Background: an optimization exercise with open tools, aiming at small area, a short achievable clock period and few clock cycles per item. Do not read the settings as production practice.
The RTL was checked by simulation tests, not by an equivalence proof against the original design.

==> flow/design.v <==
module aes_sbox
(
    input  logic [7:0] in_byte,
    output logic [7:0] out_byte
);
    logic U0, U1, U2, U3, U4, U5, U6, U7;
    logic T1, T2, T3, T4, T5, T6, T7, T8, T9, T10, T11, T12, T13, T14;
    logic T15, T16, T17, T18, T19, T20, T21, T22, T23, T24, T25, T26, T27;
    logic M1, M2, M3, M4, M5, M6, M7, M8, M9, M10, M11, M12, M13, M14, M15, M16;
    logic M17, M18, M19, M20, M21, M22, M23, M24, M25, M26, M27, M28, M29, M30;
    logic M31, M32, M33, M34, M35, M36, M37, M38, M39, M40, M41, M42, M43, M44, M45;
    logic M46, M47, M48, M49, M50, M51, M52, M53, M54, M55, M56, M57, M58, M59;
    logic M60, M61, M62, M63;
    logic L0, L1, L2, L3, L4, L5, L6, L7, L8, L9, L10, L11, L12, L13, L14, L15;
    logic L16, L17, L18, L19, L20, L21, L22, L23, L24, L25, L26, L27, L28, L29;
    assign {U0, U1, U2, U3, U4, U5, U6, U7} = in_byte;
    assign T1  = U0 ^ U3;
    assign T2  = U0 ^ U5;
    assign T3  = U0 ^ U6;
    assign T4  = U3 ^ U5;
    assign T5  = U4 ^ U6;
    assign T6  = T1 ^ T5;
    assign T7  = U1 ^ U2;
    assign T8  = U7 ^ T6;
    assign T9  = U7 ^ T7;
    assign T10 = T6 ^ T7;
    assign T11 = U1 ^ U5;
    assign T12 = U2 ^ U5;
    assign T13 = T3 ^ T4;
    assign T14 = T6 ^ T11;
    assign T15 = T5 ^ T11;
    assign T16 = T5 ^ T12;
    assign T17 = T9 ^ T16;
    assign T18 = U3 ^ U7;
    assign T19 = T7 ^ T18;
    assign T20 = T1 ^ T19;
    assign T21 = U6 ^ U7;
    assign T22 = T7 ^ T21;
    assign T23 = T2 ^ T22;
    assign T24 = T2 ^ T10;
    assign T25 = T20 ^ T17;
    assign T26 = T3 ^ T16;
    assign T27 = T1 ^ T12;
    assign M1  = T13 & T6;
    assign M2  = T23 & T8;
    assign M3  = T14 ^ M1;
    assign M4  = T19 & U7;
    assign M5  = M4 ^ M1;
    assign M6  = T3 & T16;
    assign M7  = T22 & T9;
    assign M8  = T26 ^ M6;
    assign M9  = T20 & T17;
    assign M10 = M9 ^ M6;
    assign M11 = T1 & T15;
    assign M12 = T4 & T27;
    assign M13 = M12 ^ M11;
    assign M14 = T2 & T10;
    assign M15 = M14 ^ M11;
    assign M16 = M3 ^ M2;
    assign M17 = M5 ^ T24;
    assign M18 = M8 ^ M7;
    assign M19 = M10 ^ M15;
    assign M20 = M16 ^ M13;
    assign M21 = M17 ^ M15;
    assign M22 = M18 ^ M13;
    assign M23 = M19 ^ T25;
    assign M24 = M22 ^ M23;
    assign M25 = M22 & M20;
    assign M26 = M21 ^ M25;
    assign M27 = M20 ^ M21;
    assign M28 = M23 ^ M25;
    assign M29 = M28 & M27;
    assign M30 = M26 & M24;
    assign M31 = M20 & M23;
    assign M32 = M27 & M31;
    assign M33 = M27 ^ M25;
    assign M34 = M21 & M22;
    assign M35 = M24 & M34;
    assign M36 = M24 ^ M25;
    assign M37 = M21 ^ M29;
    assign M38 = M32 ^ M33;
    assign M39 = M23 ^ M30;
    assign M40 = M35 ^ M36;
    assign M41 = M38 ^ M40;
    assign M42 = M37 ^ M39;
    assign M43 = M37 ^ M38;
    assign M44 = M39 ^ M40;
    assign M45 = M42 ^ M41;
    assign M46 = M44 & T6;
    assign M47 = M40 & T8;
    assign M48 = M39 & U7;
    assign M49 = M43 & T16;
    assign M50 = M38 & T9;
    assign M51 = M37 & T17;
    assign M52 = M42 & T15;
    assign M53 = M45 & T27;
    assign M54 = M41 & T10;
    assign M55 = M44 & T13;
    assign M56 = M40 & T23;
    assign M57 = M39 & T19;
    assign M58 = M43 & T3;
    assign M59 = M38 & T22;
    assign M60 = M37 & T20;
    assign M61 = M42 & T1;
    assign M62 = M45 & T4;
    assign M63 = M41 & T2;
    assign L0  = M61 ^ M62;
    assign L1  = M50 ^ M56;
    assign L2  = M46 ^ M48;
    assign L3  = M47 ^ M55;
    assign L4  = M54 ^ M58;
    assign L5  = M49 ^ M61;
    assign L6  = M62 ^ L5;
    assign L7  = M46 ^ L3;
    assign L8  = M51 ^ M59;
    assign L9  = M52 ^ M53;
    assign L10 = M53 ^ L4;
    assign L11 = M60 ^ L2;
    assign L12 = M48 ^ M51;
    assign L13 = M50 ^ L0;
    assign L14 = M52 ^ M61;
    assign L15 = M55 ^ L1;
    assign L16 = M56 ^ L0;
    assign L17 = M57 ^ L1;
    assign L18 = M58 ^ L8;
    assign L19 = M63 ^ L4;
    assign L20 = L0 ^ L1;
    assign L21 = L1 ^ L7;
    assign L22 = L3 ^ L12;
    assign L23 = L18 ^ L2;
    assign L24 = L15 ^ L9;
    assign L25 = L6 ^ L10;
    assign L26 = L7 ^ L9;
    assign L27 = L8 ^ L10;
    assign L28 = L11 ^ L14;
    assign L29 = L11 ^ L17;
    assign out_byte[7] = L6 ^ L24;
    assign out_byte[6] = ~(L16 ^ L26);
    assign out_byte[5] = ~(L19 ^ L28);
    assign out_byte[4] = L6 ^ L21;
    assign out_byte[3] = L20 ^ L22;
    assign out_byte[2] = L25 ^ L29;
    assign out_byte[1] = ~(L13 ^ L27);
    assign out_byte[0] = ~(L6 ^ L23);
endmodule
module aes_mix_columns
(
    input  logic [127:0] in_block,
    input  logic         enable,
    output logic [127:0] delta
);
    function automatic logic [7:0] gf_xtime(input logic [7:0] a);
        gf_xtime = {a[6:0], 1'b0} ^ (a[7] ? 8'h1b : 8'h00);
    endfunction
    always_comb
    begin
        for (int c = 0; c < 4; c++)
        begin
            logic [7:0] a0, a1, a2, a3;
            logic [7:0] s01, s12, s23, s30, t;
            a0  = in_block[127 - 32*c      -: 8];
            a1  = in_block[127 - 32*c - 8  -: 8];
            a2  = in_block[127 - 32*c - 16 -: 8];
            a3  = in_block[127 - 32*c - 24 -: 8];
            s01 = a0 ^ a1;
            s12 = a1 ^ a2;
            s23 = a2 ^ a3;
            s30 = a3 ^ a0;
            t   = s01 ^ s23;
            delta[127 - 32*c      -: 8] = (t ^ gf_xtime(s01)) & {8{enable}};
            delta[127 - 32*c - 8  -: 8] = (t ^ gf_xtime(s12)) & {8{enable}};
            delta[127 - 32*c - 16 -: 8] = (t ^ gf_xtime(s23)) & {8{enable}};
            delta[127 - 32*c - 24 -: 8] = (t ^ gf_xtime(s30)) & {8{enable}};
        end
    end
endmodule
module aes_round_datapath
(
    input  logic         clk,
    input  logic         op_load,
    input  logic         op_mix,
    input  logic [127:0] plain_text,
    input  logic [127:0] round_key,
    output logic [127:0] state
);
    logic [127:0] sub_block;
    logic [127:0] shifted;
    logic [127:0] delta;
    for (genvar i = 0; i < 16; i++)
    begin : g_sbox
        aes_sbox sbox_i (
            .in_byte  (state[127 - 8*i -: 8]),
            .out_byte (sub_block[127 - 8*i -: 8])
        );
    end
    always_comb
    begin
        for (int c = 0; c < 4; c++)
        begin
            for (int r = 0; r < 4; r++)
            begin
                shifted[127 - 8*(4*c + r) -: 8] = sub_block[127 - 8*(4*((c + r) % 4) + r) -: 8];
            end
        end
    end
    aes_mix_columns mix_columns_i (
        .in_block  (shifted),
        .enable    (op_mix),
        .delta     (delta)
    );
    always_ff @(posedge clk)
    begin
        state <= (op_load ? plain_text : shifted) ^ delta ^ round_key;
    end
endmodule
module aes_round_ctrl
(
    input  logic       clk,
    input  logic       reset_n,
    input  logic       start,
    output logic       op_load,
    output logic       op_mix,
    output logic [3:0] round_num,
    output logic       valid
);
    logic [3:0] count;
    logic       done;
    always_ff @(posedge clk or negedge reset_n)
    begin
        if (!reset_n)
        begin
            count <= 4'd0;
            done  <= 1'b0;
        end
        else
        begin
            done <= (count == 4'd10);
            if (count == 4'd0)
            begin
                count <= (start && !done) ? 4'd1 : 4'd0;
            end
            else if (count == 4'd10)
            begin
                count <= 4'd0;
            end
            else
            begin
                count <= count + 4'd1;
            end
        end
    end
    assign op_load   = (count == 4'd0);
    assign op_mix    = (count != 4'd0) && (count != 4'd10);
    assign round_num = count;
    assign valid     = done;
endmodule
module aes_cipher_core
(
    input  logic         clk,
    input  logic         reset_n,
    input  logic         start,
    input  logic [127:0] plain_text,
    input  logic [127:0] round_key,
    output logic [3:0]   round_num,
    output logic         valid,
    output logic [127:0] cipher_text
);
    logic op_load;
    logic op_mix;
    aes_round_ctrl round_ctrl_i (
        .clk       (clk),
        .reset_n   (reset_n),
        .start     (start),
        .op_load   (op_load),
        .op_mix    (op_mix),
        .round_num (round_num),
        .valid     (valid)
    );
    aes_round_datapath round_datapath_i (
        .clk        (clk),
        .op_load    (op_load),
        .op_mix     (op_mix),
        .plain_text (plain_text),
        .round_key  (round_key),
        .state      (cipher_text)
    );
endmodule
==> flow/config.mk <==
export PLATFORM = sky130hd
export DESIGN_NAME = aes_cipher_core
export DESIGN_NICKNAME = aes_cipher_core
export VERILOG_FILES = /design/flow/design.v
export SDC_FILE = /design/flow/constraint.sdc
export NUM_CORES = 4
export LEC_CHECK = 0
export CAP_MARGIN = 20
export CORE_AREA = 2 2 219.12 219.6
export DIE_AREA = 0 0 221.12 221.6
export SLEW_MARGIN = 20
==> flow/constraint.sdc <==
create_clock -name core_clock -period 24.0 [get_ports {clk}]
set_input_delay 4.8000 -clock core_clock [delete_from_list [all_inputs] [get_ports {clk}]]
set_output_delay 4.8000 -clock core_clock [all_outputs]
set_load 0.01 [all_outputs]
standard.sh (not shown) runs the stock make flow with config.mk's settings and CLKGATE_MAP_FILE= SYNTH_SCRIPT=/design/flow/synth_recipe.tcl, a recipe that flattens the netlist after the stock synthesis.
==> flow/flow/run.sh <==
#!/bin/bash
# Own layout flow: the standard flow (standard.sh), with two changes to how
# the layout is made:
#  * the final ABC mapping in synthesis uses an area-oriented script instead of
#    ORFS's (which maps this XOR-heavy design to nearly twice the area); every
#    step before it, and so every register and its name, is the standard one;
#  * the port buffers that global placement inserts are buf_1 cells.
# Each tool's output is written to a log of its own in the work folder.
set -euo pipefail
W=$PWD
ABC_SCRIPT=$(cat "$W/flow/abc.script")

cat > "$W/own_synth.tcl" <<EOT
proc abc {args} {
  set i [lsearch -exact \$args -script]
  if {\$i >= 0} { lset args [expr {\$i + 1}] {$ABC_SCRIPT} }
  yosys abc {*}\$args
}
source $W/synth_recipe.tcl
EOT

EXTRA=()
if [[ -f "$W/flow/make.args" ]]; then
  while IFS= read -r line; do
    [[ -n "$line" ]] && EXTRA+=("$line")
  done < "$W/flow/make.args"
fi

bash "$W/standard.sh" "SYNTH_SCRIPT=$W/own_synth.tcl" \
  "BUFFER_PORTS_ARGS=-buffer_cell sky130_fd_sc_hd__buf_1" \
  "${EXTRA[@]}" finish > "$W/flow_make.log" 2>&1
==> flow/flow/abc.script <==
+strash;&get,-n;&dch,-f;&nf,-R,1000;&put;
==> flow/flow/make.args <==
SETUP_SLACK_MARGIN=17.5
The starting point completed without violations.
Testbench counts at the start, summed over its fixed seeds: cycles 2,304, blocks 192.
Change:
==> flow/flow/make.args (replaced) <==
SETUP_SLACK_MARGIN=18.5
Settings changed: CORE_AREA 2 2 219.12 219.6 to 2 2 246.26 246.8, DIE_AREA 0 0 221.12 221.6 to 0 0 248.26 248.8.
What happened: Cell area rose by 36%. Setup slack gets better by 340 ps. Die area rose by about 26%. Via count rose by 11%. Non-clock buffer count rose by 423. Sequential share of layout area fell by 1.3 points. Synthesized cell count is unchanged. Area after synthesis stays the same.
Change:
==> flow/flow/abc.script (replaced) <==
+strash;dc2;&get,-n;&dch,-f;&nf,-R,1000;&put;
==> flow/flow/make.args (replaced) <==
SETUP_SLACK_MARGIN=17.75
Effect:
- clock skew stays flat
- core utilization falls by 15 points
- sequential share of layout area increases by 1.0 points
- worst setup slack degrades by 320 ps
- hold slack degrades by 110 ps
- global-route usage came out lower by 0.84 points
- routed wire length came out lower by 13%
- first-iteration DRC count goes down by 11%
- maximum frequency drops by 5.2%
Change:
==> flow/run.sh (new file) <==
#!/bin/bash
# synth_recipe.tcl (not shown) runs the flow's synth.tcl, then flattens the netlist and writes it again
# the make line also repeats each setting of config.mk as NAME=value (left out here)
make -C /OpenROAD-flow-scripts/flow DESIGN_CONFIG=/design/flow/config.mk WORK_HOME=/design/flow/orfs CLKGATE_MAP_FILE= SYNTH_SCRIPT=/design/flow/synth_recipe.tcl finish
Settings changed: CORE_AREA 2 2 246.26 246.8 to default, CORE_MARGIN from default to 2, CORE_UTILIZATION from default to 40, DIE_AREA 0 0 248.26 248.8 to default.
removed: flow/flow/run.sh
removed: flow/flow/abc.script
removed: flow/flow/make.args
removed: flow/standard.sh
Result: Synthesized cell count is higher by 72%. Die area is higher by 69%. Non-clock buffer count is higher by 74.

## re-timing with driven ports
How much do the figures lean on ideal ports? The routed layouts below were timed once more, with nothing changed but the port constraints.
Step 1 (the two cells are an assumption about what drives the block):
set clk [get_ports {clk}]
set_driving_cell -lib_cell sky130_fd_sc_hd__clkbuf_16 $clk
set_driving_cell -lib_cell sky130_fd_sc_hd__buf_2 [delete_from_list [all_inputs] $clk]
Step 2, shift: input delay + t, output delay - t, t = (earliest + latest rising clock arrival at the registers) / 2. This alone moves slack from input paths to output paths.
Three values: ideal ports, drivers, drivers and shift; two values: the first two.
run | t, ns | setup WS [ns] | worst setup path after step 2 | clock arrival spread, ns
the first run | 0.554 | 17.781 / 17.724 / 17.803 | register to register | 0.018 / 0.018
the second run | 0.577 | 18.123 / 18.061 / 18.080 | input to register | 0.011 / 0.011
the third run | 0.546 | 17.803 / 17.742 / 18.019 | register to register | 0.014 / 0.014
the fourth run | 0.580 | 15.814 / 15.814 / 15.814 | register to register | 0.018 / 0.018
After both steps setup and hold are still met in every run listed. For the second run, which loses most, drivers alone change the setup slack by -0.062 ns; drivers and shift together by -0.043 ns.
